Context: an optimization exercise on an open-source flow, tuned for small area, a short achievable clock period and few clock cycles. The choices shown serve that exercise and are no tape-out recipe. Where RTL was checked, it was by simulation tests only, not by an equivalence proof against the original. No functional check of the RTL was part of runs 1 and 2. Power and IR drop assume default switching activity.

==> flow/design.v, too long to show whole: its modules and the start of the top module <==
// module fc_booth_enc: 18 lines
// module fc_fa: 10 lines
// module fc_ha: 9 lines
// module fc_mac_lane: 548 lines
// module fc_sequencer: 65 lines
// module fc_layer_top: 72 lines
module fc_layer_top (
	input  logic          clk,
	input  logic          reset_n,
	input  logic          i_run,
	input  fc_pkg::cnt_t  i_num_cnt,
	output logic          o_idle,
	output logic          o_read,
	output logic          o_write,
	output logic          o_done,
	output fc_pkg::addr_t o_mem_addr,
	output logic          o_mem_ce,
	input  fc_pkg::word_t i_node_q,
	input  fc_pkg::word_t i_wgt0_q,
	input  fc_pkg::word_t i_wgt1_q,
	output fc_pkg::acc_t  o_result_0,
	output fc_pkg::acc_t  o_result_1,
	output fc_pkg::acc_t  o_result_2,
	output fc_pkg::acc_t  o_result_3
);
  // ...
==> flow/flow/run.sh <==
#!/bin/bash
# Standard layout, with timing repair aimed at a shorter period than the clock's:
# the clock, constraints and every other step stay as the standard flow's own layout makes them.
set -euo pipefail
bash standard.sh SETUP_SLACK_MARGIN=6.8 finish > standard.log 2>&1
==> flow/standard.sh <==
#!/bin/bash
# synth_recipe.tcl (not shown) runs the flow's synth.tcl, then flattens the netlist and writes it again
# the make line also repeats each setting of config.mk as NAME=value (left out here)
make -C /OpenROAD-flow-scripts/flow DESIGN_CONFIG=/design/flow/config.mk WORK_HOME=/design/flow/orfs CLKGATE_MAP_FILE= SYNTH_SCRIPT=/design/flow/synth_recipe.tcl "${@:-finish}"
==> flow/config.mk <==
export PLATFORM = sky130hd
export DESIGN_NAME = fc_layer_top
export DESIGN_NICKNAME = fc_layer_top
export VERILOG_FILES = /design/flow/design.v
export SDC_FILE = /design/flow/constraint.sdc
export NUM_CORES = 4
export LEC_CHECK = 0
export CAP_MARGIN = 20
export CORE_MARGIN = 2
export CORE_UTILIZATION = 55
export SETUP_SLACK_MARGIN = 5
export SLEW_MARGIN = 20
export SYNTH_HIERARCHICAL = 1
==> flow/constraint.sdc <==
create_clock -name core_clock -period 10.0 [get_ports {clk}]
set_input_delay 2.0000 -clock core_clock [delete_from_list [all_inputs] [get_ports {clk}]]
set_output_delay 2.0000 -clock core_clock [all_outputs]
set_load 0.01 [all_outputs]
==> flow_metrics.tcl, run 1 <==
set metrics [dict create \
    finalPower_w 0.0196 \
    path_cells "buf_6 > xor2_4 > buf_6 > buf_6 > a22oi_2 > xnor2_1 > fa_2 > fa_2 > fa_2 > fa_1 > fa_2" \
    dieArea_mm2 0.0721 \
    reg2reg_to "g_lane[2].u_lane.p1_16" \
    maxSlewViolCount 0 \
    numCtsBuffers 57 \
    signal_buffers 757 \
    grt-ovfl-total 0 \
    ff2ff_path_depth 11 \
    clockRootBuffer "clkbuf_16" \
    synth_edf_count 12 \
    holdPathStages 0 \
    dr.pass1.iters 10 \
    switchingPower_w 0.00838 \
    layout_common_cells "xnor2_1 (434), a22oi_1 (392), buf_4 (314)" \
    rsz0062_at_grt "yes" \
    swShare_pct 42.8 \
    fin_util_pct 73.7 \
    critPathMaxFanout 6 \
    power.internal_w 0.0112 \
    ys_seq_area_share_pct 28.2 \
    setup_ws_ns 6.40 \
    status "timing/DRC/antenna clean" \
    setup_tns_ns 0 \
    grt-busiest-layer "met2" \
    worst_setup_path_start_kind "flip-flop" \
    wl_mm 121 \
    synth-warning-count 15 \
    setup.worst_path.start "node_r[17]" \
    via_per_inst 6.02 \
    p_comb_share_pct 70.7 \
    pwr-share-seq_pct 18.0 \
    whs_endpoint "u_seq.last_pipe[2]" \
    seq_cells 500 \
    start_util_pct 55.3 \
    dr_wl_met3_mm 10.9 \
    cts_resized 1055 \
    cts_tree "built" \
    htree_levels 2 \
    dp_slack_ns 5.14 \
    criticalPathCategory "flip-flop to flip-flop" \
    track_usage_pct 33.0 \
]
==> run 2: changes to the inputs <==
--- a/flow/design.v
+++ b/flow/design.v
@@ -197,199 +197,191 @@
 	assign pp_129 = ((i_one[7] & x_ext[10]) | (i_two[7] & x_ext[9])) ^ i_neg[7];
 	assign pp_130 = ((i_one[7] & x_ext[11]) | (i_two[7] & x_ext[10])) ^ i_neg[7];
 	assign pp_131 = ((i_one[7] & x_ext[12]) | (i_two[7] & x_ext[11])) ^ i_neg[7];
 	assign pp_132 = ((i_one[7] & x_ext[13]) | (i_two[7] & x_ext[12])) ^ i_neg[7];
 	assign pp_133 = ((i_one[7] & x_ext[14]) | (i_two[7] & x_ext[13])) ^ i_neg[7];
 	assign pp_134 = ((i_one[7] & x_ext[15]) | (i_two[7] & x_ext[14])) ^ i_neg[7];
 	assign pp_135 = ((i_one[7] & x_ext[16]) | (i_two[7] & x_ext[15])) ^ i_neg[7];
 	assign pp_136 = ~(((i_one[7] & x_ext[17]) | (i_two[7] & x_ext[16])) ^ i_neg[7]);
-	fc_ha u_ts_137 (.a(i_neg[1]), .b(pp_3), .s(ts_137), .co(tc_138));
-	fc_ha u_ts_139 (.a(pp_4), .b(pp_19), .s(ts_139), .co(tc_140));
-	fc_fa u_ts_141 (.a(i_neg[2]), .b(pp_5), .c(pp_20), .s(ts_141), .co(tc_142));
-	fc_ha u_ts_143 (.a(pp_35), .b(tc_140), .s(ts_143), .co(tc_144));
-	fc_fa u_ts_145 (.a(pp_6), .b(pp_21), .c(pp_36), .s(ts_145), .co(tc_146));
-	fc_ha u_ts_147 (.a(tc_142), .b(tc_144), .s(ts_147), .co(tc_148));
-	fc_fa u_ts_149 (.a(i_neg[3]), .b(pp_7), .c(pp_22), .s(ts_149), .co(tc_150));
-	fc_fa u_ts_151 (.a(pp_37), .b(pp_52), .c(tc_146), .s(ts_151), .co(tc_152));
-	fc_ha u_ts_153 (.a(ts_149), .b(tc_148), .s(ts_153), .co(tc_154));
-	fc_fa u_ts_155 (.a(pp_8), .b(pp_23), .c(pp_38), .s(ts_155), .co(tc_156));
-	fc_fa u_ts_157 (.a(pp_53), .b(tc_150), .c(ts_155), .s(ts_157), .co(tc_158));
-	fc_ha u_ts_159 (.a(tc_152), .b(tc_154), .s(ts_159), .co(tc_160));
-	fc_fa u_ts_161 (.a(i_neg[4]), .b(pp_9), .c(pp_24), .s(ts_161), .co(tc_162));
-	fc_fa u_ts_163 (.a(pp_39), .b(pp_54), .c(pp_69), .s(ts_163), .co(tc_164));
-	fc_fa u_ts_165 (.a(tc_156), .b(ts_161), .c(ts_163), .s(ts_165), .co(tc_166));
-	fc_ha u_ts_167 (.a(tc_158), .b(ts_165), .s(ts_167), .co(tc_168));
-	fc_fa u_ts_169 (.a(pp_10), .b(pp_25), .c(pp_40), .s(ts_169), .co(tc_170));
-	fc_fa u_ts_171 (.a(pp_55), .b(pp_70), .c(tc_162), .s(ts_171), .co(tc_172));
-	fc_fa u_ts_173 (.a(tc_164), .b(ts_169), .c(tc_166), .s(ts_173), .co(tc_174));
-	fc_ha u_ts_175 (.a(ts_171), .b(tc_168), .s(ts_175), .co(tc_176));
-	fc_fa u_ts_177 (.a(i_neg[5]), .b(pp_11), .c(pp_26), .s(ts_177), .co(tc_178));
-	fc_fa u_ts_179 (.a(pp_41), .b(pp_56), .c(pp_71), .s(ts_179), .co(tc_180));
-	fc_fa u_ts_181 (.a(pp_86), .b(tc_170), .c(ts_177), .s(ts_181), .co(tc_182));
-	fc_fa u_ts_183 (.a(ts_179), .b(tc_172), .c(ts_181), .s(ts_183), .co(tc_184));
-	fc_ha u_ts_185 (.a(tc_174), .b(tc_176), .s(ts_185), .co(tc_186));
-	fc_fa u_ts_187 (.a(pp_12), .b(pp_27), .c(pp_42), .s(ts_187), .co(tc_188));
-	fc_fa u_ts_189 (.a(pp_57), .b(pp_72), .c(pp_87), .s(ts_189), .co(tc_190));
-	fc_fa u_ts_191 (.a(tc_178), .b(tc_180), .c(ts_187), .s(ts_191), .co(tc_192));
-	fc_fa u_ts_193 (.a(ts_189), .b(tc_182), .c(ts_191), .s(ts_193), .co(tc_194));
-	fc_ha u_ts_195 (.a(tc_184), .b(ts_193), .s(ts_195), .co(tc_196));
-	fc_fa u_ts_197 (.a(i_neg[6]), .b(pp_13), .c(pp_28), .s(ts_197), .co(tc_198));
-	fc_fa u_ts_199 (.a(pp_43), .b(pp_58), .c(pp_73), .s(ts_199), .co(tc_200));
-	fc_fa u_ts_201 (.a(pp_88), .b(pp_103), .c(tc_188), .s(ts_201), .co(tc_202));
-	fc_fa u_ts_203 (.a(tc_190), .b(ts_197), .c(ts_199), .s(ts_203), .co(tc_204));
-	fc_fa u_ts_205 (.a(tc_192), .b(ts_201), .c(ts_203), .s(ts_205), .co(tc_206));
-	fc_ha u_ts_207 (.a(tc_194), .b(ts_205), .s(ts_207), .co(tc_208));
-	fc_fa u_ts_209 (.a(pp_14), .b(pp_29), .c(pp_44), .s(ts_209), .co(tc_210));
-	fc_fa u_ts_211 (.a(pp_59), .b(pp_74), .c(pp_89), .s(ts_211), .co(tc_212));
-	fc_fa u_ts_213 (.a(pp_104), .b(tc_198), .c(tc_200), .s(ts_213), .co(tc_214));
-	fc_fa u_ts_215 (.a(ts_209), .b(ts_211), .c(tc_202), .s(ts_215), .co(tc_216));
-	fc_fa u_ts_217 (.a(tc_204), .b(ts_213), .c(ts_215), .s(ts_217), .co(tc_218));
-	fc_ha u_ts_219 (.a(tc_206), .b(tc_208), .s(ts_219), .co(tc_220));
-	fc_fa u_ts_221 (.a(i_neg[7]), .b(pp_15), .c(pp_30), .s(ts_221), .co(tc_222));
-	fc_fa u_ts_223 (.a(pp_45), .b(pp_60), .c(pp_75), .s(ts_223), .co(tc_224));
-	fc_fa u_ts_225 (.a(pp_90), .b(pp_105), .c(pp_120), .s(ts_225), .co(tc_226));
-	fc_fa u_ts_227 (.a(tc_210), .b(tc_212), .c(ts_221), .s(ts_227), .co(tc_228));
-	fc_fa u_ts_229 (.a(ts_223), .b(ts_225), .c(tc_214), .s(ts_229), .co(tc_230));
-	fc_fa u_ts_231 (.a(ts_227), .b(tc_216), .c(ts_229), .s(ts_231), .co(tc_232));
-	fc_ha u_ts_233 (.a(tc_218), .b(ts_231), .s(ts_233), .co(tc_234));
-	fc_fa u_ts_235 (.a(pp_16), .b(pp_31), .c(pp_46), .s(ts_235), .co(tc_236));
-	fc_fa u_ts_237 (.a(pp_61), .b(pp_76), .c(pp_91), .s(ts_237), .co(tc_238));
-	fc_fa u_ts_239 (.a(pp_106), .b(pp_121), .c(tc_222), .s(ts_239), .co(tc_240));
-	fc_fa u_ts_241 (.a(tc_224), .b(tc_226), .c(ts_235), .s(ts_241), .co(tc_242));
-	fc_fa u_ts_243 (.a(ts_237), .b(tc_228), .c(ts_239), .s(ts_243), .co(tc_244));
-	fc_fa u_ts_245 (.a(ts_241), .b(tc_230), .c(ts_243), .s(ts_245), .co(tc_246));
-	fc_ha u_ts_247 (.a(tc_232), .b(ts_245), .s(ts_247), .co(tc_248));
-	assign ts_249 = 1'b1 ^ pp_17 ^ pp_32;
-	assign tc_250 = (1'b1 & pp_17) | (1'b1 & pp_32) | (pp_17 & pp_32);
-	fc_fa u_ts_251 (.a(pp_47), .b(pp_62), .c(pp_77), .s(ts_251), .co(tc_252));
-	fc_fa u_ts_253 (.a(pp_92), .b(pp_107), .c(pp_122), .s(ts_253), .co(tc_254));
-	fc_fa u_ts_255 (.a(tc_236), .b(tc_238), .c(ts_249), .s(ts_255), .co(tc_256));
-	fc_fa u_ts_257 (.a(ts_251), .b(ts_253), .c(tc_240), .s(ts_257), .co(tc_258));
-	fc_fa u_ts_259 (.a(tc_242), .b(ts_255), .c(tc_244), .s(ts_259), .co(tc_260));
-	fc_fa u_ts_261 (.a(ts_257), .b(tc_246), .c(ts_259), .s(ts_261), .co(tc_262));
-	assign ts_263 = 1'b1 ^ pp_33 ^ pp_48;
-	assign tc_264 = (1'b1 & pp_33) | (1'b1 & pp_48) | (pp_33 & pp_48);
-	fc_fa u_ts_265 (.a(pp_63), .b(pp_78), .c(pp_93), .s(ts_265), .co(tc_266));
-	fc_fa u_ts_267 (.a(pp_108), .b(pp_123), .c(tc_250), .s(ts_267), .co(tc_268));
-	fc_fa u_ts_269 (.a(tc_252), .b(tc_254), .c(ts_263), .s(ts_269), .co(tc_270));
-	fc_fa u_ts_271 (.a(ts_265), .b(tc_256), .c(ts_267), .s(ts_271), .co(tc_272));
-	fc_fa u_ts_273 (.a(ts_269), .b(tc_258), .c(ts_271), .s(ts_273), .co(tc_274));
-	fc_ha u_ts_275 (.a(tc_260), .b(ts_273), .s(ts_275), .co(tc_276));
-	fc_fa u_ts_277 (.a(pp_34), .b(pp_49), .c(pp_64), .s(ts_277), .co(tc_278));
-	fc_fa u_ts_279 (.a(pp_79), .b(pp_94), .c(pp_109), .s(ts_279), .co(tc_280));
-	fc_fa u_ts_281 (.a(pp_124), .b(tc_264), .c(tc_266), .s(ts_281), .co(tc_282));
-	fc_fa u_ts_283 (.a(ts_277), .b(ts_279), .c(tc_268), .s(ts_283), .co(tc_284));
-	fc_fa u_ts_285 (.a(tc_270), .b(ts_281), .c(tc_272), .s(ts_285), .co(tc_286));
-	fc_fa u_ts_287 (.a(ts_283), .b(tc_274), .c(ts_285), .s(ts_287), .co(tc_288));
-	assign ts_289 = 1'b1 ^ pp_50 ^ pp_65;
-	assign tc_290 = (1'b1 & pp_50) | (1'b1 & pp_65) | (pp_50 & pp_65);
-	fc_fa u_ts_291 (.a(pp_80), .b(pp_95), .c(pp_110), .s(ts_291), .co(tc_292));
-	fc_fa u_ts_293 (.a(pp_125), .b(tc_278), .c(tc_280), .s(ts_293), .co(tc_294));
-	fc_fa u_ts_295 (.a(ts_289), .b(ts_291), .c(tc_282), .s(ts_295), .co(tc_296));
-	fc_fa u_ts_297 (.a(ts_293), .b(tc_284), .c(ts_295), .s(ts_297), .co(tc_298));
-	fc_ha u_ts_299 (.a(tc_286), .b(ts_297), .s(ts_299), .co(tc_300));
-	fc_fa u_ts_301 (.a(pp_51), .b(pp_66), .c(pp_81), .s(ts_301), .co(tc_302));
-	fc_fa u_ts_303 (.a(pp_96), .b(pp_111), .c(pp_126), .s(ts_303), .co(tc_304));
-	fc_fa u_ts_305 (.a(tc_290), .b(tc_292), .c(ts_301), .s(ts_305), .co(tc_306));
-	fc_fa u_ts_307 (.a(ts_303), .b(tc_294), .c(ts_305), .s(ts_307), .co(tc_308));
-	fc_fa u_ts_309 (.a(tc_296), .b(ts_307), .c(tc_298), .s(ts_309), .co(tc_310));
-	assign ts_311 = 1'b1 ^ pp_67 ^ pp_82;
-	assign tc_312 = (1'b1 & pp_67) | (1'b1 & pp_82) | (pp_67 & pp_82);
-	fc_fa u_ts_313 (.a(pp_97), .b(pp_112), .c(pp_127), .s(ts_313), .co(tc_314));
-	fc_fa u_ts_315 (.a(tc_302), .b(tc_304), .c(ts_311), .s(ts_315), .co(tc_316));
-	fc_fa u_ts_317 (.a(ts_313), .b(tc_306), .c(ts_315), .s(ts_317), .co(tc_318));
-	fc_ha u_ts_319 (.a(tc_308), .b(ts_317), .s(ts_319), .co(tc_320));
-	fc_fa u_ts_321 (.a(pp_68), .b(pp_83), .c(pp_98), .s(ts_321), .co(tc_322));
-	fc_fa u_ts_323 (.a(pp_113), .b(pp_128), .c(tc_312), .s(ts_323), .co(tc_324));
-	fc_fa u_ts_325 (.a(tc_314), .b(ts_321), .c(tc_316), .s(ts_325), .co(tc_326));
-	fc_fa u_ts_327 (.a(ts_323), .b(tc_318), .c(ts_325), .s(ts_327), .co(tc_328));
-	assign ts_329 = 1'b1 ^ pp_84 ^ pp_99;
-	assign tc_330 = (1'b1 & pp_84) | (1'b1 & pp_99) | (pp_84 & pp_99);
-	fc_fa u_ts_331 (.a(pp_114), .b(pp_129), .c(tc_322), .s(ts_331), .co(tc_332));
-	fc_fa u_ts_333 (.a(ts_329), .b(tc_324), .c(ts_331), .s(ts_333), .co(tc_334));
-	fc_ha u_ts_335 (.a(tc_326), .b(ts_333), .s(ts_335), .co(tc_336));
-	fc_fa u_ts_337 (.a(pp_85), .b(pp_100), .c(pp_115), .s(ts_337), .co(tc_338));
-	fc_fa u_ts_339 (.a(pp_130), .b(tc_330), .c(ts_337), .s(ts_339), .co(tc_340));
-	fc_fa u_ts_341 (.a(tc_332), .b(ts_339), .c(tc_334), .s(ts_341), .co(tc_342));
-	assign ts_343 = 1'b1 ^ pp_101 ^ pp_116;
-	assign tc_344 = (1'b1 & pp_101) | (1'b1 & pp_116) | (pp_101 & pp_116);
-	fc_fa u_ts_345 (.a(pp_131), .b(tc_338), .c(ts_343), .s(ts_345), .co(tc_346));
-	fc_ha u_ts_347 (.a(tc_340), .b(ts_345), .s(ts_347), .co(tc_348));
-	fc_fa u_ts_349 (.a(pp_102), .b(pp_117), .c(pp_132), .s(ts_349), .co(tc_350));
-	fc_fa u_ts_351 (.a(tc_344), .b(ts_349), .c(tc_346), .s(ts_351), .co(tc_352));
-	assign ts_353 = 1'b1 ^ pp_118 ^ pp_133;
-	assign tc_354 = (1'b1 & pp_118) | (1'b1 & pp_133) | (pp_118 & pp_133);
-	fc_ha u_ts_355 (.a(tc_350), .b(ts_353), .s(ts_355), .co(tc_356));
-	fc_fa u_ts_357 (.a(pp_119), .b(pp_134), .c(tc_354), .s(ts_357), .co(tc_358));
-	assign ts_359 = 1'b1 ^ pp_135;
-	assign tc_360 = 1'b1 & pp_135;
+	fc_ha u_ts_137 (.a(i_neg[5]), .b(pp_11), .s(ts_137), .co(tc_138));
+	fc_ha u_ts_139 (.a(pp_12), .b(pp_27), .s(ts_139), .co(tc_140));
+	fc_fa u_ts_141 (.a(i_neg[6]), .b(pp_13), .c(pp_28), .s(ts_141), .co(tc_142));
+	fc_ha u_ts_143 (.a(pp_43), .b(pp_58), .s(ts_143), .co(tc_144));
+	fc_fa u_ts_145 (.a(pp_14), .b(pp_29), .c(pp_44), .s(ts_145), .co(tc_146));
+	fc_ha u_ts_147 (.a(pp_59), .b(pp_74), .s(ts_147), .co(tc_148));
+	fc_fa u_ts_149 (.a(i_neg[7]), .b(pp_15), .c(pp_30), .s(ts_149), .co(tc_150));
+	fc_fa u_ts_151 (.a(pp_45), .b(pp_60), .c(pp_75), .s(ts_151), .co(tc_152));
+	fc_ha u_ts_153 (.a(pp_90), .b(pp_105), .s(ts_153), .co(tc_154));
+	fc_fa u_ts_155 (.a(pp_16), .b(pp_31), .c(pp_46), .s(ts_155), .co(tc_156));
+	fc_fa u_ts_157 (.a(pp_61), .b(pp_76), .c(pp_91), .s(ts_157), .co(tc_158));
+	fc_ha u_ts_159 (.a(pp_106), .b(pp_121), .s(ts_159), .co(tc_160));
+	fc_fa u_ts_161 (.a(1'b1), .b(pp_17), .c(pp_32), .s(ts_161), .co(tc_162));
+	fc_fa u_ts_163 (.a(pp_47), .b(pp_62), .c(pp_77), .s(ts_163), .co(tc_164));
+	fc_fa u_ts_165 (.a(pp_92), .b(pp_107), .c(pp_122), .s(ts_165), .co(tc_166));
+	fc_fa u_ts_167 (.a(1'b1), .b(pp_33), .c(pp_48), .s(ts_167), .co(tc_168));
+	fc_fa u_ts_169 (.a(pp_63), .b(pp_78), .c(pp_93), .s(ts_169), .co(tc_170));
+	fc_ha u_ts_171 (.a(pp_108), .b(pp_123), .s(ts_171), .co(tc_172));
+	fc_fa u_ts_173 (.a(pp_34), .b(pp_49), .c(pp_64), .s(ts_173), .co(tc_174));
+	fc_fa u_ts_175 (.a(pp_79), .b(pp_94), .c(pp_109), .s(ts_175), .co(tc_176));
+	fc_fa u_ts_177 (.a(1'b1), .b(pp_50), .c(pp_65), .s(ts_177), .co(tc_178));
+	fc_ha u_ts_179 (.a(pp_80), .b(pp_95), .s(ts_179), .co(tc_180));
+	fc_fa u_ts_181 (.a(pp_51), .b(pp_66), .c(pp_81), .s(ts_181), .co(tc_182));
+	fc_ha u_ts_183 (.a(1'b1), .b(pp_67), .s(ts_183), .co(tc_184));
+	fc_ha u_ts_185 (.a(i_neg[3]), .b(pp_7), .s(ts_185), .co(tc_186));
+	fc_ha u_ts_187 (.a(pp_8), .b(pp_23), .s(ts_187), .co(tc_188));
+	fc_fa u_ts_189 (.a(i_neg[4]), .b(pp_9), .c(pp_24), .s(ts_189), .co(tc_190));
+	fc_ha u_ts_191 (.a(pp_39), .b(pp_54), .s(ts_191), .co(tc_192));
+	fc_fa u_ts_193 (.a(pp_10), .b(pp_25), .c(pp_40), .s(ts_193), .co(tc_194));
+	fc_ha u_ts_195 (.a(pp_55), .b(pp_70), .s(ts_195), .co(tc_196));
+	fc_fa u_ts_197 (.a(pp_26), .b(pp_41), .c(pp_56), .s(ts_197), .co(tc_198));
+	fc_fa u_ts_199 (.a(pp_71), .b(pp_86), .c(ts_137), .s(ts_199), .co(tc_200));
+	fc_fa u_ts_201 (.a(pp_42), .b(pp_57), .c(pp_72), .s(ts_201), .co(tc_202));
+	fc_fa u_ts_203 (.a(pp_87), .b(tc_138), .c(ts_139), .s(ts_203), .co(tc_204));
+	fc_fa u_ts_205 (.a(pp_73), .b(pp_88), .c(pp_103), .s(ts_205), .co(tc_206));
+	fc_fa u_ts_207 (.a(tc_140), .b(ts_143), .c(ts_141), .s(ts_207), .co(tc_208));
+	fc_fa u_ts_209 (.a(pp_89), .b(pp_104), .c(tc_144), .s(ts_209), .co(tc_210));
+	fc_fa u_ts_211 (.a(ts_147), .b(tc_142), .c(ts_145), .s(ts_211), .co(tc_212));
+	fc_fa u_ts_213 (.a(pp_120), .b(tc_148), .c(ts_153), .s(ts_213), .co(tc_214));
+	fc_fa u_ts_215 (.a(tc_146), .b(ts_149), .c(ts_151), .s(ts_215), .co(tc_216));
+	fc_fa u_ts_217 (.a(tc_154), .b(ts_159), .c(tc_150), .s(ts_217), .co(tc_218));
+	fc_fa u_ts_219 (.a(tc_152), .b(ts_155), .c(ts_157), .s(ts_219), .co(tc_220));
+	fc_fa u_ts_221 (.a(tc_160), .b(tc_156), .c(tc_158), .s(ts_221), .co(tc_222));
+	fc_fa u_ts_223 (.a(ts_161), .b(ts_163), .c(ts_165), .s(ts_223), .co(tc_224));
+	fc_fa u_ts_225 (.a(ts_171), .b(tc_162), .c(tc_164), .s(ts_225), .co(tc_226));
+	fc_fa u_ts_227 (.a(tc_166), .b(ts_167), .c(ts_169), .s(ts_227), .co(tc_228));
+	fc_fa u_ts_229 (.a(pp_124), .b(tc_172), .c(tc_168), .s(ts_229), .co(tc_230));
+	fc_fa u_ts_231 (.a(tc_170), .b(ts_173), .c(ts_175), .s(ts_231), .co(tc_232));
+	fc_fa u_ts_233 (.a(pp_110), .b(pp_125), .c(ts_179), .s(ts_233), .co(tc_234));
+	fc_fa u_ts_235 (.a(tc_174), .b(tc_176), .c(ts_177), .s(ts_235), .co(tc_236));
+	fc_fa u_ts_237 (.a(pp_96), .b(pp_111), .c(pp_126), .s(ts_237), .co(tc_238));
+	fc_fa u_ts_239 (.a(tc_180), .b(tc_178), .c(ts_181), .s(ts_239), .co(tc_240));
+	fc_fa u_ts_241 (.a(pp_82), .b(pp_97), .c(pp_112), .s(ts_241), .co(tc_242));
+	fc_fa u_ts_243 (.a(pp_127), .b(ts_183), .c(tc_182), .s(ts_243), .co(tc_244));
+	fc_fa u_ts_245 (.a(pp_68), .b(pp_83), .c(pp_98), .s(ts_245), .co(tc_246));
+	fc_fa u_ts_247 (.a(pp_113), .b(pp_128), .c(tc_184), .s(ts_247), .co(tc_248));
+	fc_fa u_ts_249 (.a(1'b1), .b(pp_84), .c(pp_99), .s(ts_249), .co(tc_250));
+	fc_ha u_ts_251 (.a(pp_114), .b(pp_129), .s(ts_251), .co(tc_252));
+	fc_fa u_ts_253 (.a(pp_85), .b(pp_100), .c(pp_115), .s(ts_253), .co(tc_254));
+	fc_ha u_ts_255 (.a(1'b1), .b(pp_101), .s(ts_255), .co(tc_256));
+	fc_ha u_ts_257 (.a(i_neg[2]), .b(pp_5), .s(ts_257), .co(tc_258));
+	fc_ha u_ts_259 (.a(pp_6), .b(pp_21), .s(ts_259), .co(tc_260));
+	fc_fa u_ts_261 (.a(pp_22), .b(pp_37), .c(pp_52), .s(ts_261), .co(tc_262));
+	fc_fa u_ts_263 (.a(pp_38), .b(pp_53), .c(tc_186), .s(ts_263), .co(tc_264));
+	fc_fa u_ts_265 (.a(pp_69), .b(tc_188), .c(ts_191), .s(ts_265), .co(tc_266));
+	fc_fa u_ts_267 (.a(tc_192), .b(ts_195), .c(tc_190), .s(ts_267), .co(tc_268));
+	fc_fa u_ts_269 (.a(tc_196), .b(tc_194), .c(ts_197), .s(ts_269), .co(tc_270));
+	fc_fa u_ts_271 (.a(tc_198), .b(ts_201), .c(tc_200), .s(ts_271), .co(tc_272));
+	fc_fa u_ts_273 (.a(tc_202), .b(ts_205), .c(tc_204), .s(ts_273), .co(tc_274));
+	fc_fa u_ts_275 (.a(tc_206), .b(ts_209), .c(tc_208), .s(ts_275), .co(tc_276));
+	fc_fa u_ts_277 (.a(tc_210), .b(ts_213), .c(tc_212), .s(ts_277), .co(tc_278));
+	fc_fa u_ts_279 (.a(tc_214), .b(tc_216), .c(ts_217), .s(ts_279), .co(tc_280));
+	fc_fa u_ts_281 (.a(tc_218), .b(tc_220), .c(ts_221), .s(ts_281), .co(tc_282));
+	fc_fa u_ts_283 (.a(tc_222), .b(tc_224), .c(ts_225), .s(ts_283), .co(tc_284));
+	fc_fa u_ts_285 (.a(tc_226), .b(tc_228), .c(ts_229), .s(ts_285), .co(tc_286));
+	fc_fa u_ts_287 (.a(tc_230), .b(ts_233), .c(tc_232), .s(ts_287), .co(tc_288));
+	fc_fa u_ts_289 (.a(ts_237), .b(tc_234), .c(tc_236), .s(ts_289), .co(tc_290));
+	fc_fa u_ts_291 (.a(tc_238), .b(ts_241), .c(tc_240), .s(ts_291), .co(tc_292));
+	fc_fa u_ts_293 (.a(tc_242), .b(ts_245), .c(ts_247), .s(ts_293), .co(tc_294));
+	fc_fa u_ts_295 (.a(ts_251), .b(tc_246), .c(ts_249), .s(ts_295), .co(tc_296));
+	fc_fa u_ts_297 (.a(pp_130), .b(tc_252), .c(tc_250), .s(ts_297), .co(tc_298));
+	fc_fa u_ts_299 (.a(pp_116), .b(pp_131), .c(ts_255), .s(ts_299), .co(tc_300));
+	fc_fa u_ts_301 (.a(pp_102), .b(pp_117), .c(pp_132), .s(ts_301), .co(tc_302));
+	fc_ha u_ts_303 (.a(1'b1), .b(pp_118), .s(ts_303), .co(tc_304));
+	fc_ha u_ts_305 (.a(i_neg[1]), .b(pp_3), .s(ts_305), .co(tc_306));
+	fc_ha u_ts_307 (.a(pp_4), .b(pp_19), .s(ts_307), .co(tc_308));
+	fc_fa u_ts_309 (.a(pp_20), .b(pp_35), .c(ts_257), .s(ts_309), .co(tc_310));
+	fc_fa u_ts_311 (.a(pp_36), .b(tc_258), .c(ts_259), .s(ts_311), .co(tc_312));
+	fc_fa u_ts_313 (.a(tc_260), .b(ts_185), .c(ts_261), .s(ts_313), .co(tc_314));
+	fc_fa u_ts_315 (.a(ts_187), .b(tc_262), .c(ts_263), .s(ts_315), .co(tc_316));
+	fc_fa u_ts_317 (.a(ts_189), .b(tc_264), .c(ts_265), .s(ts_317), .co(tc_318));
+	fc_fa u_ts_319 (.a(ts_193), .b(tc_266), .c(ts_267), .s(ts_319), .co(tc_320));
+	fc_fa u_ts_321 (.a(tc_268), .b(ts_199), .c(ts_269), .s(ts_321), .co(tc_322));
+	fc_fa u_ts_323 (.a(ts_203), .b(tc_270), .c(ts_271), .s(ts_323), .co(tc_324));
+	fc_fa u_ts_325 (.a(ts_207), .b(tc_272), .c(ts_273), .s(ts_325), .co(tc_326));
+	fc_fa u_ts_327 (.a(ts_211), .b(tc_274), .c(ts_275), .s(ts_327), .co(tc_328));
+	fc_fa u_ts_329 (.a(ts_215), .b(tc_276), .c(ts_277), .s(ts_329), .co(tc_330));
+	fc_fa u_ts_331 (.a(ts_219), .b(tc_278), .c(ts_279), .s(ts_331), .co(tc_332));
+	fc_fa u_ts_333 (.a(ts_223), .b(tc_280), .c(ts_281), .s(ts_333), .co(tc_334));
+	fc_fa u_ts_335 (.a(ts_227), .b(tc_282), .c(ts_283), .s(ts_335), .co(tc_336));
+	fc_fa u_ts_337 (.a(ts_231), .b(tc_284), .c(ts_285), .s(ts_337), .co(tc_338));
+	fc_fa u_ts_339 (.a(ts_235), .b(tc_286), .c(ts_287), .s(ts_339), .co(tc_340));
+	fc_fa u_ts_341 (.a(ts_239), .b(tc_288), .c(ts_289), .s(ts_341), .co(tc_342));
+	fc_fa u_ts_343 (.a(ts_243), .b(tc_290), .c(ts_291), .s(ts_343), .co(tc_344));
+	fc_fa u_ts_345 (.a(tc_244), .b(ts_293), .c(tc_292), .s(ts_345), .co(tc_346));
+	fc_fa u_ts_347 (.a(tc_248), .b(ts_295), .c(tc_294), .s(ts_347), .co(tc_348));
+	fc_fa u_ts_349 (.a(ts_253), .b(tc_296), .c(ts_297), .s(ts_349), .co(tc_350));
+	fc_fa u_ts_351 (.a(tc_254), .b(tc_298), .c(ts_299), .s(ts_351), .co(tc_352));
+	fc_fa u_ts_353 (.a(tc_256), .b(ts_301), .c(tc_300), .s(ts_353), .co(tc_354));
+	fc_fa u_ts_355 (.a(pp_133), .b(ts_303), .c(tc_302), .s(ts_355), .co(tc_356));
+	fc_fa u_ts_357 (.a(pp_119), .b(pp_134), .c(tc_304), .s(ts_357), .co(tc_358));
+	fc_ha u_ts_359 (.a(1'b1), .b(pp_135), .s(ts_359), .co(tc_360));
 	logic p0_0, p1_0, p0_1, p0_2, p1_2, p0_3, p1_3, p0_4, p1_4, p0_5, p1_5, p0_6, p1_6, p0_7, p1_7, p0_8, p1_8, p0_9, p1_9, p0_10, p1_10, p0_11, p1_11, p0_12, p1_12, p0_13, p1_13, p0_14, p1_14, p0_15, p1_15, p0_16, p1_16, p0_17, p1_17, p0_18, p1_18, p0_19, p1_19, p0_20, p1_20, p0_21, p1_21, p0_22, p1_22, p0_23, p1_23, p0_24, p1_24, p0_25, p1_25, p0_26, p1_26, p0_27, p1_27, p0_28, p1_28, p0_29, p1_29, p0_30, p1_30;
 	always_ff @(posedge clk) begin
-		p0_0 <= pp_1;
-		p1_0 <= i_neg[0];
+		p0_0 <= i_neg[0];
+		p1_0 <= pp_1;
 		p0_1 <= pp_2;
 		p0_2 <= pp_18;
-		p1_2 <= ts_137;
-		p0_3 <= tc_138;
-		p1_3 <= ts_139;
-		p0_4 <= ts_141;
-		p1_4 <= ts_143;
-		p0_5 <= ts_145;
-		p1_5 <= ts_147;
-		p0_6 <= ts_151;
-		p1_6 <= ts_153;
-		p0_7 <= ts_157;
-		p1_7 <= ts_159;
-		p0_8 <= tc_160;
-		p1_8 <= ts_167;
-		p0_9 <= ts_173;
-		p1_9 <= ts_175;
-		p0_10 <= ts_183;
-		p1_10 <= ts_185;
-		p0_11 <= tc_186;
-		p1_11 <= ts_195;
-		p0_12 <= tc_196;
-		p1_12 <= ts_207;
-		p0_13 <= ts_217;
-		p1_13 <= ts_219;
-		p0_14 <= tc_220;
-		p1_14 <= ts_233;
-		p0_15 <= tc_234;
-		p1_15 <= ts_247;
-		p0_16 <= tc_248;
-		p1_16 <= ts_261;
-		p0_17 <= tc_262;
-		p1_17 <= ts_275;
-		p0_18 <= tc_276;
-		p1_18 <= ts_287;
-		p0_19 <= tc_288;
-		p1_19 <= ts_299;
-		p0_20 <= tc_300;
-		p1_20 <= ts_309;
-		p0_21 <= tc_310;
-		p1_21 <= ts_319;
-		p0_22 <= tc_320;
-		p1_22 <= ts_327;
-		p0_23 <= tc_328;
-		p1_23 <= ts_335;
-		p0_24 <= tc_336;
-		p1_24 <= ts_341;
-		p0_25 <= tc_342;
-		p1_25 <= ts_347;
-		p0_26 <= tc_348;
-		p1_26 <= ts_351;
-		p0_27 <= tc_352;
+		p1_2 <= ts_305;
+		p0_3 <= tc_306;
+		p1_3 <= ts_307;
+		p0_4 <= tc_308;
+		p1_4 <= ts_309;
+		p0_5 <= tc_310;
+		p1_5 <= ts_311;
+		p0_6 <= tc_312;
+		p1_6 <= ts_313;
+		p0_7 <= tc_314;
+		p1_7 <= ts_315;
+		p0_8 <= tc_316;
+		p1_8 <= ts_317;
+		p0_9 <= tc_318;
+		p1_9 <= ts_319;
+		p0_10 <= tc_320;
+		p1_10 <= ts_321;
+		p0_11 <= tc_322;
+		p1_11 <= ts_323;
+		p0_12 <= tc_324;
+		p1_12 <= ts_325;
+		p0_13 <= tc_326;
+		p1_13 <= ts_327;
+		p0_14 <= tc_328;
+		p1_14 <= ts_329;
+		p0_15 <= tc_330;
+		p1_15 <= ts_331;
+		p0_16 <= tc_332;
+		p1_16 <= ts_333;
+		p0_17 <= tc_334;
+		p1_17 <= ts_335;
+		p0_18 <= tc_336;
+		p1_18 <= ts_337;
+		p0_19 <= tc_338;
+		p1_19 <= ts_339;
+		p0_20 <= tc_340;
+		p1_20 <= ts_341;
+		p0_21 <= tc_342;
+		p1_21 <= ts_343;
+		p0_22 <= tc_344;
+		p1_22 <= ts_345;
+		p0_23 <= tc_346;
+		p1_23 <= ts_347;
+		p0_24 <= tc_348;
+		p1_24 <= ts_349;
+		p0_25 <= tc_350;
+		p1_25 <= ts_351;
+		p0_26 <= tc_352;
+		p1_26 <= ts_353;
+		p0_27 <= tc_354;
 		p1_27 <= ts_355;
 		p0_28 <= tc_356;
 		p1_28 <= ts_357;
 		p0_29 <= tc_358;
 		p1_29 <= ts_359;
-		p0_30 <= pp_136;
-		p1_30 <= tc_360;
+		p0_30 <= tc_360;
+		p1_30 <= pp_136;
 	end
 	fc_pkg::acc_t acc;
 	logic [W-1:0] acc_nxt;
 	logic us_361, uc_362, us_363, uc_364, us_365, uc_366, us_367, uc_368, us_369, uc_370, us_371, uc_372, us_373, uc_374, us_375, uc_376, us_377, uc_378, us_379, uc_380, us_381, uc_382, us_383, uc_384, us_385, uc_386, us_387, uc_388, us_389, uc_390, us_391, uc_392, us_393, uc_394, us_395, uc_396, us_397, uc_398, us_399, uc_400, us_401, uc_402, us_403, uc_404, us_405, uc_406, us_407, uc_408, us_409, uc_410, us_411, uc_412, us_413, uc_414, us_415, uc_416, us_417, uc_418, us_419, uc_420, us_421, uc_422, us_423, g_424, p_425, g_426, p_427, g_428, p_429, g_430, p_431, g_432, p_433, g_434, p_435, g_436, p_437, g_438, p_439, g_440, p_441, g_442, p_443, g_444, p_445, g_446, p_447, g_448, p_449, g_450, p_451, g_452, p_453, g_454, p_455, g_456, p_457, g_458, p_459, g_460, p_461, g_462, p_463, g_464, p_465, g_466, p_467, g_468, p_469, g_470, p_471, g_472, p_473, g_474, p_475, g_476, p_477, g_478, p_479, g_480, p_481, g_482, p_483, g_484, p_485, G_486, P_487, G_488, P_489, G_490, P_491, G_492, P_493, G_494, P_495, G_496, P_497, G_498, P_499, G_500, P_501, G_502, P_503, G_504, P_505, G_506, P_507, G_508, P_509, G_510, P_511, G_512, P_513, G_514, P_515, G_516, P_517, G_518, P_519, G_520, P_521, G_522, P_523, G_524, P_525, G_526, P_527, G_528, P_529, G_530, P_531, G_532, P_533, G_534, P_535, G_536, P_537, G_538, P_539, G_540, P_541, G_542, P_543, G_544, P_545, G_546, P_547, G_548, P_549, G_550, P_551, G_552, P_553, G_554, P_555, G_556, P_557, G_558, P_559, G_560, P_561, G_562, P_563, G_564, P_565, G_566, P_567, G_568, P_569, G_570, P_571, G_572, P_573, G_574, P_575, G_576, P_577, G_578, P_579, G_580, P_581, G_582, P_583, G_584, P_585, G_586, P_587, G_588, P_589;
 	fc_ha u_us_361 (.a(acc[0]), .b(p0_0), .s(us_361), .co(uc_362));
 	fc_ha u_us_363 (.a(acc[1]), .b(p0_1), .s(us_363), .co(uc_364));
 	fc_fa u_us_365 (.a(acc[2]), .b(p0_2), .c(p1_2), .s(us_365), .co(uc_366));
 	fc_fa u_us_367 (.a(acc[3]), .b(p0_3), .c(p1_3), .s(us_367), .co(uc_368));
==> run 2 against run 1 <==
Effect of this change: area after synthesis is 0.18% higher; non-clock buffer count is 44 lower; sequential cell count stayed put; count of clock-buffer cells in the layout is 9 lower; highest routed layer is now met4.
==> flow_metrics.tcl, run 2 <==
set metrics [dict create \
    pwr-share-seq_pct 18.1 \
    setup_viol 0 \
    top_register "g_lane.u_lane.acc" \
    drtAntennaViolNets 0 \
    maxSlewViolCount 0 \
    num_rows 97 \
    gp_congestion 0.848 \
    hold_slack_ns 0.355 \
    yosysUniqueCellTypes 61 \
    p_leak_nw 20.6 \
    period_share_pct 35.2 \
    path_buf_inv 4 \
    hold_viol 0 \
    layout_common_cells "xnor2_1 (474), a22oi_1 (389), fa_1 (326)" \
    synth_edf_count 12 \
    synthTopCellsByArea "fa_1 (25%), dfxtp_1 (18%), xnor2_1 (12%), dfrtp_1 (9.6%), a22oi_1 (9.3%)" \
    antenna_found_initial 0 \
    worst_ep_required_time_ns 10.49 \
    switchingPower_w 0.00855 \
    grt_start_max_net_pins 77 \
    end_kind "flip-flop" \
    clock-sinks 500 \
    grt_pass1_wl_mm 182 \
    dieArea_mm2 0.0723 \
    synth_area_mm2 0.0386 \
    track_usage_pct 33.3 \
    status "timing/DRC/antenna clean" \
    critPathMaxFanout 6 \
    wl_per_cell_um 25.5 \
    vias 29800 \
    die_h_um 269 \
    ir_drop_mv 0.370 \
    setup_tns_ns 0 \
    clk_pin_slew_worst_paths_ns 0.06 \
    reg_top3 "g_lane.u_lane.acc x128, wgt_r x64, node_r x32" \
    p_clk_share_pct 10.7 \
    layout_min_cycle_time_ns 3.52 \
    async_reset_ff_share_pct 29.6 \
    via_per_inst 6.13 \
    grt-ovfl-total 0 \
    rsz0062_at_grt "yes" \
    synth_top_cell_area_share_pct 24.9 \
    p_comb_share_pct 71.3 \
    tightest_slew_ns 1.05 \
    instances_no_fill 4866 \
    drtIter0Drc 2876 \
    fill_cells 4808 \
    criticalPathCategory "flip-flop to flip-flop" \
    critPathMaxStageDelay_ns 0.58 \
    syn_area_per_cell_um2 11.4 \
    synth-warning-count 15 \
    wl_mm 124 \
    numCtsBuffers 57 \
    cts_max_path_buffers 3 \
    yosys_most_used_dff "dfxtp_1" \
    maxCapViolCount 0 \
    htree_levels 2 \
    yosys.area.top_type "fa_1" \
    dr.pass1.iters 6 \
    worst_setup_path_start_kind "flip-flop" \
    ioPinCount 257 \
    clock_skew_ns 0.0365 \
    drcViolationCount 0 \
    power_density_mw_per_mm2 388 \
    synthTopCellsByCount "xnor2_1 (523), a22oi_1 (480), fa_1 (480)" \
    io_buffers 255 \
    clk_latency_ns 0.63 \
    grt_pass1_vias 31200 \
    die_x_um 269 \
    path_cells "buf_12 > buf_12 > xor2_4 > buf_12 > clkbuf_16 > a22oi_2 > xnor2_2 > fa_2 > fa_2 > fa_2 > fa_2" \
    dp.cells 4339 \
    dp_hpwl_mm 67.6 \
    largest_reg_flops 128 \
    fp.coreArea_mm2 0.0698 \
    slew_headroom_pct 29.8 \
    dp_slack_ns 5.32 \
    cp_top_family "adder cells" \
    syn_to_final_growth_pct 32.7 \
    nNetsFinal 4754 \
    yosysMostFrequentCell "xnor2_1" \
    swShare_pct 43.0 \
    clockRootBuffer "clkbuf_16" \
    ys_seq_area_share_pct 28.2 \
    path_common_cell "fa_2" \
    crit_arrival_ns 4.01 \
    layout_commonest_cell "xnor2_1" \
    start_util_pct 55.3 \
    cts_tree "built" \
    fmax_ghz 0.284 \
    setup_ws_ns 6.48 \
    hp-class "flip-flop to flip-flop" \
    antenna_cells 0 \
    crit_path_top_delay_cell "fa_2" \
    drive_gt1_share_pct 34.1 \
    power.internal_w 0.0113 \
    syn-instance-count 3399 \
    ys_seq_elements 500 \
    postCtsHoldBufs 0 \
]
## run 2: timing repair
action,4_1_cts,5_1_grt
pin swaps,171,355
resized for setup,964,409
hold endpoints to repair,0,0
cloned,50,9
endpoints found under the setup margin,340,213
setup buffers,279,85
## run 2: worst paths after layout
path	from	end	slack, ns	depth (start not counted)
setup / recovery	node_r[5]	g_lane[1].u_lane.p1_16	6.48	11
hold / removal	u_seq.last_pipe[1]	u_seq.last_pipe[2]	0.36	0
setup reg to reg	node_r[5]	g_lane[1].u_lane.p1_16	6.48	11
hold reg to reg	u_seq.last_pipe[1]	u_seq.last_pipe[2]	0.36	0
max in group asynchronous	reset_n	u_seq.start_q	7.35	2
min in group asynchronous	reset_n	g_lane[2].u_lane.acc[6]	1.28	1
## run 2: through the flow
stage                     power [W]  area (µm²)  utilization (%)
after global routing         0.0218       51200             73.3
after floorplan              0.0118       39100                -
after global placement       0.0146       41800             59.9
after detailed placement     0.0151       41800             59.9
final                        0.0199       51200             73.3
after CTS                    0.0181       48300             69.2
## run 2: cell families after synthesis
logic type | Yosys count | share of synthesized area, %
flops | 500 | 28.2
fa+ha+maj | 761 | 34.0
compound gates | 709 | 13.4
buf+inv | 347 | 3.72
xor+xnor | 635 | 14.4
simple gates | 438 | 6.06
other cells | 4 | 0.0389
mux | 5 | 0.133
## run 2: cell type report
cell class	instances	area, µm²	area share [%]
clock buffer	78	1670	3.26
clock inverter	26	238	0.465
inverter	20	75.1	0.147
multi-input combinational	2589	29300	57.2
sequential	500	11000	21.5
tap	940	1180	2.30
timing repair buffer	713	7760	15.2
## run 2: power groups by stage
| stage | clock network, W | logic, W | registers (W) |
|---|---|---|---|
| after global placement | 0 | 0.0109 | 0.00371 |
| after detailed placement | 0 | 0.0113 | 0.00372 |
| final | 0.00212 | 0.0142 | 0.00359 |
| after global routing | 0.00225 | 0.0159 | 0.00367 |
| after CTS | 0.00216 | 0.0124 | 0.00356 |
| after floorplan | 0 | 0.00824 | 0.00360 |
## run 2: per-layer routing
| layer | vias up | GRT usage (%) | wire length (µm) |
|---|---|---|---|
| li1 | 12600 | - | - |
| met1 | 15000 | 41.1 | 45000 |
| met2 | 1735 | 55.7 | 59000 |
| met3 | 529 | 6.52 | 11900 |
| met4 | 0 | 17.1 | 8360 |
| met5 | - | 0 | 0 |
## run 2: modules after synthesis, one instance, submodules excluded
module        area, µm²  copies in the design
fc_fa              20.0                   480
fc_layer_top       2180                     1
fc_sequencer       1650                     1
fc_booth_enc        264                     2
fc_mac_lane        5480                     4
fc_ha              12.5                   216
==> module fc_layer_top, before the edit <==
module fc_layer_top (
	input  logic          clk,
	input  logic          reset_n,
	input  logic          i_run,
	input  fc_pkg::cnt_t  i_num_cnt,
	output logic          o_idle,
	output logic          o_read,
	output logic          o_write,
	output logic          o_done,
	output fc_pkg::addr_t o_mem_addr,
	output logic          o_mem_ce,
	input  fc_pkg::word_t i_node_q,
	input  fc_pkg::word_t i_wgt0_q,
	input  fc_pkg::word_t i_wgt1_q,
	output fc_pkg::acc_t  o_result_0,
	output fc_pkg::acc_t  o_result_1,
	output fc_pkg::acc_t  o_result_2,
	output fc_pkg::acc_t  o_result_3
);
	localparam int LW = fc_pkg::LANE_W;
	logic rd_valid;
	logic clr;
	fc_sequencer u_seq (
		.clk        (clk),
		.reset_n    (reset_n),
		.i_run      (i_run),
		.i_num_cnt  (i_num_cnt),
		.o_idle     (o_idle),
		.o_read     (o_read),
		.o_write    (o_write),
		.o_done     (o_done),
		.o_rd_valid (rd_valid),
		.o_clr      (clr),
		.o_mem_ce   (o_mem_ce),
		.o_mem_addr (o_mem_addr)
	);
	fc_pkg::word_t node_r;
	fc_pkg::word_t wgt_r [fc_pkg::NUM_WEIGHT_MEMS];
	always_ff @(posedge clk) begin
		node_r   <= i_node_q & {fc_pkg::DATA_W{rd_valid}};
		wgt_r[0] <= i_wgt0_q;
		wgt_r[1] <= i_wgt1_q;
	end
	fc_pkg::digit_t one [2];
	fc_pkg::digit_t two [2];
	fc_pkg::digit_t neg [2];
	for (genvar h = 0; h < 2; h++) begin : g_enc
		fc_booth_enc u_enc (
			.i_m   (node_r[LW*(2-h)-1 -: LW]),
			.o_one (one[h]),
			.o_two (two[h]),
			.o_neg (neg[h])
		);
	end
	fc_pkg::acc_t lane_result [fc_pkg::NUM_LANES];
	for (genvar g = 0; g < fc_pkg::NUM_LANES; g++) begin : g_lane
		fc_mac_lane u_lane (
			.clk      (clk),
			.reset_n  (reset_n),
			.i_clr    (clr),
			.i_one    (one[g%2]),
			.i_two    (two[g%2]),
			.i_neg    (neg[g%2]),
			.i_wgt    (wgt_r[g/2][LW*(2-g%2)-1 -: LW]),
			.o_result (lane_result[g])
		);
	end
	assign o_result_0 = lane_result[0];
	assign o_result_1 = lane_result[1];
	assign o_result_2 = lane_result[2];
	assign o_result_3 = lane_result[3];
endmodule
==> run 3: changes to the inputs <==
--- a/flow/design.v
+++ b/flow/design.v
@@ -694,23 +694,29 @@
 		.o_mem_ce   (o_mem_ce),
 		.o_mem_addr (o_mem_addr)
 	);
-	fc_pkg::word_t node_r;
-	fc_pkg::word_t wgt_r [fc_pkg::NUM_WEIGHT_MEMS];
-	always_ff @(posedge clk) begin
-		node_r   <= i_node_q & {fc_pkg::DATA_W{rd_valid}};
-		wgt_r[0] <= i_wgt0_q;
-		wgt_r[1] <= i_wgt1_q;
-	end
+	fc_pkg::digit_t one_d [2];
+	fc_pkg::digit_t two_d [2];
+	fc_pkg::digit_t neg_d [2];
 	fc_pkg::digit_t one [2];
 	fc_pkg::digit_t two [2];
 	fc_pkg::digit_t neg [2];
+	fc_pkg::word_t  wgt_r [fc_pkg::NUM_WEIGHT_MEMS];
 	for (genvar h = 0; h < 2; h++) begin : g_enc
 		fc_booth_enc u_enc (
-			.i_m   (node_r[LW*(2-h)-1 -: LW]),
-			.o_one (one[h]),
-			.o_two (two[h]),
-			.o_neg (neg[h])
+			.i_m   (i_node_q[LW*(2-h)-1 -: LW]),
+			.o_one (one_d[h]),
+			.o_two (two_d[h]),
+			.o_neg (neg_d[h])
 		);
+		always_ff @(posedge clk) begin
+			one[h] <= one_d[h] & {fc_pkg::NUM_DIGITS{rd_valid}};
+			two[h] <= two_d[h] & {fc_pkg::NUM_DIGITS{rd_valid}};
+			neg[h] <= neg_d[h];
+		end
+	end
+	always_ff @(posedge clk) begin
+		wgt_r[0] <= i_wgt0_q;
+		wgt_r[1] <= i_wgt1_q;
 	end
 	fc_pkg::acc_t lane_result [fc_pkg::NUM_LANES];
 	for (genvar g = 0; g < fc_pkg::NUM_LANES; g++) begin : g_lane
==> flow/flow/run.sh (replaced) <==
#!/bin/bash
# Standard layout, with timing repair aimed at a shorter period than the clock's,
# and plain buffers (rather than delay cells) on the ports. The clock, the
# constraints and every other step stay as the standard flow's own layout makes them.
set -euo pipefail
bash standard.sh SETUP_SLACK_MARGIN=6.6 "BUFFER_PORTS_ARGS=-buffer_cell sky130_fd_sc_hd__buf_2" finish > standard.log 2>&1
==> run 3 against run 2 <==
Effect of this change: still clean on timing, DRC and antenna; combinational power shrank 23%; hold slack got worse by 0.0082 ns; register-to-register slack better by 0.17 ns; non-clock buffer count fell by 408; largest power group unchanged.
==> flow_metrics.tcl, run 3 <==
set metrics [dict create \
    met2_usage_pct 46.6 \
    critPathMaxStageDelay_ns 0.86 \
    p_clk_share_pct 13.1 \
    drive_gt1_share_pct 16.4 \
    largest_reg_flops 128 \
    p_leak_nw 17.5 \
    crit_path_top_delay_cell "dfxtp_1" \
    instances_no_fill 4473 \
    fill_cells 5790 \
    synth_top_cell_area_share_pct 24.7 \
    synth_area_mm2 0.0389 \
    maxCapViolCount 0 \
    grt_pass1_wl_mm 160 \
    dp_slack_ns 6.31 \
    htree_levels 2 \
    clockRootBuffer "clkbuf_16" \
    layout_commonest_cell "xnor2_1" \
    numCtsBuffers 58 \
    io_buffers 255 \
    path_common_cell "fa_1" \
    ir_drop_mv 0.322 \
    critPathMaxFanout 16 \
    power_density_mw_per_mm2 398 \
    ioPinCount 257 \
    hold_viol 0 \
    tightest_slew_ns 0.877 \
    dieArea_mm2 0.0729 \
    swShare_pct 44.0 \
    rsz0062_at_grt "no" \
    drtAntennaViolNets 0 \
    ys_seq_area_share_pct 28.8 \
    num_rows 97 \
    p_comb_share_pct 64.8 \
    dp_hpwl_mm 68.3 \
    dp.cells 4357 \
    power.internal_w 0.00954 \
    grt-ovfl-total 0 \
    gp_congestion 0.844 \
    hp-class "flip-flop to flip-flop" \
    via_per_inst 5.93 \
    grt.met1_usage_pct 35.7 \
    regArea_mm2 0.0113 \
    vias 26500 \
    yosysMostFrequentCell "xnor2_1" \
    path_cells "a22oi_1 > xnor2_1 > fa_1 > fa_1 > fa_1 > fa_1" \
    die_x_um 270 \
    end_kind "flip-flop" \
    drcViolationCount 0 \
    wl_mm 99.2 \
    setup_tns_ns 0 \
    maxSlewViolCount 0 \
    reg_top3 "g_lane.u_lane.acc x128, wgt_r x64" \
    cts_tree "built" \
    criticalPathCategory "flip-flop to flip-flop" \
    clk_pin_slew_worst_paths_ns 0.06 \
    clock_skew_ns 0.0248 \
    period_share_pct 33.5 \
    use_met3_pct 5.29 \
    nNetsFinal 4354 \
    multi_input_area_mm2 0.0264 \
    antenna_found_initial 5 \
    fin_area_mm2 0.0427 \
    fp.coreArea_mm2 0.0700 \
    cts_max_path_buffers 3 \
    worst_setup_path_start_kind "flip-flop" \
    switchingPower_w 0.00748 \
    setup_viol 0 \
    synth_edf_count 12 \
    layout_common_cells "xnor2_1 (523), a22oi_1 (480), fa_1 (480)" \
    synthTopCellsByCount "xnor2_1 (523), a22oi_1 (480), fa_1 (480)" \
    yosys.area.top_type "fa_1" \
    grt_pass1_vias 29000 \
    status "timing/DRC/antenna clean" \
    fmax_ghz 0.299 \
    slew_headroom_pct 41.5 \
    drtIter0Drc 1912 \
    async_reset_ff_share_pct 28.7 \
    layout_min_cycle_time_ns 3.35 \
    grt-busiest-layer "met2" \
    hold_slack_ns 0.347 \
    synthTopCellsByArea "fa_1 (25%), dfxtp_1 (18%), xnor2_1 (12%), dfrtp_1 (9.5%), a22oi_1 (9.3%)" \
    worst_ep_required_time_ns 10.49 \
    yosys_most_used_dff "dfxtp_1" \
    crit_arrival_ns 3.84 \
    setup_ws_ns 6.65 \
    start_util_pct 55.5 \
    die_h_um 270 \
    dr.pass1.iters 6 \
    syn-instance-count 3415 \
    clock-sinks 516 \
    synth-warning-count 21 \
    track_usage_pct 27.6 \
    pwr-share-seq_pct 22.1 \
    top_register "g_lane.u_lane.acc" \
    yosysUniqueCellTypes 61 \
    grt_start_max_net_pins 68 \
    ys_seq_elements 516 \
    wl_per_cell_um 22.2 \
    syn_to_final_growth_pct 9.85 \
    syn_area_per_cell_um2 11.4 \
    clk_latency_ns 0.64 \
    place_area_mm2 0.0405 \
]
[run 3: changes by cell type after synthesis]
cell,previous run,this run
dfxtp_1,340,356
[run 3: area by class of cell]
class	count	area share (%)
Clock inverter	19	0.457
Inverter	20	0.176
Timing Repair Buffer	305	3.91
Multi-Input combinational cell	2580	61.8
Clock buffer	91	4.31
Sequential cell	516	26.5
Tap cell	940	2.75
Antenna cell	2	0.0117
[run 3: layer usage]
layer	up-vias	routed length [µm]	part of all wire [%]
met5	-	31	0.031
met4	6	3120	3.2
met3	213	7100	7.2
met2	1027	48700	49
met1	13500	40200	41
li1	11800	-	-
[run 3: metrics by stage]
stage / utilization (%) / total power (W)
6_report: 61.0 / 0.0170
5_1_grt: 61.0 / 0.0190
4_1_cts: 60.8 / 0.0173
3_5_place_dp: 57.8 / 0.0149
3_3_place_gp: 57.8 / 0.0144
2_1_floorplan: - / 0.0119
[run 3: path summary, 6_finish.rpt]
kind / start / to / slack, ns / depth (start not counted)
max reg2reg: wgt_r[0][5] / g_lane[1].u_lane.p1_18 / 6.65 / 6
max in group asynchronous: reset_n / u_seq.start_q / 7.31 / 2
min: u_seq.last_pipe[1] / u_seq.last_pipe[2] / 0.35 / 0
max: wgt_r[0][5] / g_lane[1].u_lane.p1_18 / 6.65 / 6
min in group asynchronous: reset_n / g_lane[3].u_lane.acc[13] / 1.28 / 1
min reg2reg: u_seq.last_pipe[1] / u_seq.last_pipe[2] / 0.35 / 0
[run 3: power groups by stage]
| stage | clock (W) | combinational [W] | sequential (W) |
|---|---|---|---|
| after floorplan | 0 | 0.00821 | 0.00368 |
| after global placement | 0 | 0.0106 | 0.00379 |
| after detailed placement | 0 | 0.0111 | 0.00381 |
| after CTS | 0.00229 | 0.0112 | 0.00377 |
| after global routing | 0.00237 | 0.0128 | 0.00387 |
| final | 0.00222 | 0.0110 | 0.00376 |
[run 3: critical path: cells and delay by family (launching register included)]
kind	cells	cell delay, ns
adder cells (fa/ha/maj)	4	1.94
flip-flops	1	0.86
AO/OA/AOI/OAI	1	0.22
XOR/XNOR	1	0.20
[run 3: per-module statistics from Yosys (local to each module, per instance)]
module / cells inside / cell area (µm²) / flip-flops and latches
fc_mac_lane: 585 / 5480 / 93
fc_layer_top: 147 / 2500 / 112
fc_sequencer: 156 / 1650 / 32
fc_booth_enc: 38 / 264 / 0
fc_fa: 1 / 20.0 / 0
fc_ha: 1 / 12.5 / 0
[run 3: cells by family after synthesis]
kind of cell               Yosys count  synth area share (%)
muxes                                5                 0.132
other                                4                0.0386
and+or+nand+nor                    438                  6.01
xor gates and xnor gates           635                  14.3
adders and majority gates          761                  33.7
DFF                                516                  28.8
AOI/OAI and AO/OA                  709                  13.3
buffers and inverters              347                  3.69
[run 3: timing repair]
item / in CTS / in global routing
gates resized for setup: 27 / 61
pin swaps: 0 / 3
buffers inserted: 0 / 4
hold buffers: 0 / 0
endpoints found under the setup margin: 48 / 64
Testbench counts of run 3, summed over its fixed seeds: cycles 17,461.
==> run 4: changes to the inputs <==
==> flow/flow/run.sh (replaced) <==
#!/bin/bash
# Standard layout, with timing repair aimed at a shorter period than the clock's,
# and plain buffers (rather than delay cells) on the ports. The clock, the
# constraints and every other step stay as the standard flow's own layout makes them.
set -euo pipefail
bash standard.sh SETUP_SLACK_MARGIN=6.8 "BUFFER_PORTS_ARGS=-buffer_cell sky130_fd_sc_hd__buf_2" finish > standard.log 2>&1
==> run 4 against run 3 <==
Effect of this change: still clean; wire length rose by 3.8%; die area did not move; highest routed layer unchanged; critical path depth fell by 4; count of clock-buffer cells in the layout did not move.
==> flow_metrics.tcl, run 4 <==
set metrics [dict create \
    criticalPathCategory "flip-flop to output pin" \
    die_x_um 270 \
    vias 27300 \
    met2_length_mm 50.8 \
    p_leak_nw 18.5 \
    synthTopCellsByCount "xnor2_1 (523), a22oi_1 (480), fa_1 (480)" \
    drive_gt1_share_pct 24.4 \
    reg2reg_to "g_lane[0].u_lane.acc[29]" \
    regArea_mm2 0.0114 \
    clk_latency_ns 0.65 \
    yosys_most_used_dff "dfxtp_1" \
    drtIter0Drc 2035 \
    power_density_mw_per_mm2 416 \
    syn-instance-count 3415 \
    synth_edf_count 12 \
    drtAntennaViolNets 0 \
    fmax_ghz 0.305 \
    wl_met1_mm 41.5 \
    path_common_cell "buf_6" \
    end_kind "output pin" \
    dr.pass1.iters 5 \
    wl_mm 103 \
    period_share_pct 32.8 \
    maxCapViolCount 0 \
    ioPinCount 257 \
    ir_drop_mv 0.408 \
    r2r_slack_ns 6.81 \
    synthTopCellsByArea "fa_1 (25%), dfxtp_1 (18%), xnor2_1 (12%), dfrtp_1 (9.5%), a22oi_1 (9.3%)" \
    via_per_inst 5.88 \
    setup_tns_ns 0 \
    tightest_slew_ns 0.865 \
    cp_top_family "flip-flops" \
    htree_levels 2 \
    synth_top_cell_area_share_pct 24.7 \
    gp_congestion 0.844 \
    path_cells "buf_6 > buf_6" \
    drcViolationCount 0 \
    clk_pin_slew_worst_paths_ns 0.06 \
    hp-class "flip-flop to flip-flop" \
    multi_input_area_mm2 0.0272 \
    setup_viol 0 \
    grt_start_max_net_pins 68 \
    pwr-share-seq_pct 19.4 \
    worst_ep_required_time_ns 8.00 \
    rsz0062_at_grt "yes" \
    yosysUniqueCellTypes 61 \
    async_reset_ff_share_pct 28.7 \
    largest_reg_flops 128 \
    ff2ff_path_depth 13 \
    fp.coreArea_mm2 0.0700 \
    clock-sinks 516 \
    rr_startpoint "g_lane[0].u_lane.acc[14]" \
    crit_arrival_ns 1.28 \
    grt-ovfl-total 0 \
    postCtsHoldBufs 0 \
    wl_per_cell_um 22.2 \
    cts_max_path_buffers 3 \
    critPathMaxStageDelay_ns 0.40 \
    grt_pass1_wl_mm 163 \
    ys_seq_elements 516 \
    clockRootBuffer "clkbuf_16" \
    power.internal_w 0.0108 \
    fill_cells 5529 \
    nNetsFinal 4517 \
    dr_wl_met3_mm 6.90 \
    start_util_pct 55.5 \
    p_comb_share_pct 68.8 \
    hold_viol 0 \
    setup.worst_path.start "g_lane[0].u_lane.acc[7]" \
    clock_skew_ns 0.0245 \
    switchingPower_w 0.00813 \
    crit_path_top_delay_cell "dfrtp_1" \
    synth_area_mm2 0.0389 \
    critPathMaxFanout 2 \
    cp-endpoint "o_result_0[7]" \
    reg_top3 "g_lane.u_lane.acc x128, wgt_r x64" \
    io_buffers 255 \
    antenna_found_initial 5 \
    yosysMostFrequentCell "xnor2_1" \
    path_buf_inv 2 \
    syn_area_per_cell_um2 11.4 \
    worstHoldStart "u_seq.last_pipe[0]" \
    num_rows 97 \
    cts_tree "built" \
    layout_commonest_cell "xnor2_1" \
    dp_hpwl_mm 68.3 \
    grt_pass1_vias 29600 \
    slew_headroom_pct 42.3 \
    track_usage_pct 28.0 \
    p_clk_share_pct 11.8 \
    swShare_pct 43.0 \
    top_layer "met5" \
    yosys.area.top_type "fa_1" \
    path_depth 2 \
    numCtsBuffers 58 \
    dieArea_mm2 0.0729 \
    ys_seq_area_share_pct 28.8 \
    status "timing/DRC/antenna clean" \
    worst_setup_path_start_kind "flip-flop" \
    finalPower_w 0.0189 \
    die_h_um 270 \
    layout_min_cycle_time_ns 3.28 \
    top_register "g_lane.u_lane.acc" \
    layout_common_cells "xnor2_1 (523), a22oi_1 (480), fa_1 (478)" \
    synth-warning-count 21 \
    syn_to_final_growth_pct 16.7 \
    maxSlewViolCount 0 \
]
==> run 4: cell count changes in the layout (fill, tap and decap cells not counted), moves of 21 or more <==
cell     change
buf_4      +112
nor2_1      -21
dfxtp_1     -27
dfxtp_2     +21
nor2_2      +21
ha_2        +21
ha_1        -62
buf_6       +81
ha_4        +41
buf_2       -43
==> run 4: timing repair <==
action,in CTS,in global routing
setup endpoints to repair,242,184
setup buffers,115,52
pin swaps,7,115
resized for setup,182,203
gates cloned,0,0
==> run 4: logic make-up after synthesis <==
family / after synthesis / synth area share [%]
AND/OR/NAND/NOR: 438 / 6.01
adder cells (fa/ha/maj): 761 / 33.7
XOR/XNOR: 635 / 14.3
buffers and inverters: 347 / 3.69
other: 4 / 0.0386
flip-flops: 516 / 28.8
AO/OA/AOI/OAI: 709 / 13.3
multiplexers: 5 / 0.132
==> run 4: power by group through the flow <==
| stage | clock [W] | combinational [W] | sequential, W |
|---|---|---|---|
| 3_5_place_dp | 0 | 0.0111 | 0.00381 |
| 2_1_floorplan | 0 | 0.00821 | 0.00368 |
| 6_report | 0.00223 | 0.0130 | 0.00367 |
| 5_1_grt | 0.00237 | 0.0148 | 0.00376 |
| 3_3_place_gp | 0 | 0.0106 | 0.00379 |
| 4_1_cts | 0.00229 | 0.0117 | 0.00369 |
==> run 4: modules after synthesis (local to each module, per instance) <==
module | cell area, µm² | times used
fc_fa | 20.0 | 480
fc_booth_enc | 264 | 2
fc_ha | 12.5 | 216
fc_sequencer | 1650 | 1
fc_layer_top | 2500 | 1
fc_mac_lane | 5480 | 4
==> run 4: layer usage <==
metal  vias up  GRT usage [%]
li1      12100              -
met1     13900           36.1
met2      1045           47.5
met3       229           5.15
met4         6           9.63
met5         -              0
==> run 4: how the worst min path moves through the flow <==
stage                         end  slack, ns  cells past startpoint
3_5_place_dp   u_seq.last_pipe[1]       0.34                      0
5_1_grt        u_seq.last_pipe[1]       0.37                      0
2_1_floorplan          u_seq.done       0.33                      0
6_report       u_seq.last_pipe[1]       0.35                      0
4_1_cts        u_seq.last_pipe[1]       0.35                      0
3_3_place_gp   u_seq.last_pipe[1]       0.33                      0
==> run 4: cell type report <==
cell class | count | area share [%]
diodes | 2 | 0.0110
clock buffers | 91 | 4.06
clock inverters | 19 | 0.430
inverters | 20 | 0.165
multi-input cells | 2580 | 60.0
flip-flops and latches | 516 | 25.1
well taps | 940 | 2.59
repair buffers | 468 | 7.66
==> run 4: metrics by stage <==
step                hold WS [ns]  utilization (%)  worst slack (ns)  cell area, µm²  std cells
floorplan                  0.331                -              6.84           39000       3443
global placement           0.332             57.8              6.32           40500       4357
detailed placement         0.336             57.8              6.31           40500       4357
CTS                        0.350             62.6              6.71           43900       4582
global route               0.366             64.8              6.68           45400       4634
finish                     0.349             64.8              6.72           45400       4636

-- re-timing with driven ports --
No port has a modelled driver above. Below, the same layouts with a new extraction and two added sets of constraints.
Step 1 assumes that a clkbuf_16 drives the clock port and a buf_2 every other input.
Step 2 moves the port delays by t, midway between the first and last clock arrival at a register: inputs arrive t later, outputs are due t later. That takes back most of the time a late clock gives input paths.
Slacks: no drivers / after step 1 / after step 2; pairs: no drivers / after step 1.
run | t (ns) | slack for setup (ns) | clock arrival spread, ns
run 1 | 0.694 | 6.399 / 6.399 / 6.399 | 0.034 / 0.035
run 2 | 0.684 | 6.481 / 6.481 / 6.481 | 0.041 / 0.040
run 3 | 0.697 | 6.651 / 6.601 / 6.637 | 0.026 / 0.026
run 4 | 0.698 | 6.720 / 6.654 / 6.668 | 0.028 / 0.028
After both steps every run listed still meets setup and hold. For run 4, which loses most, drivers alone change the setup slack by -0.066 ns; drivers and shift together by -0.052 ns. The worst setup slack also covers recovery checks on asynchronous resets.
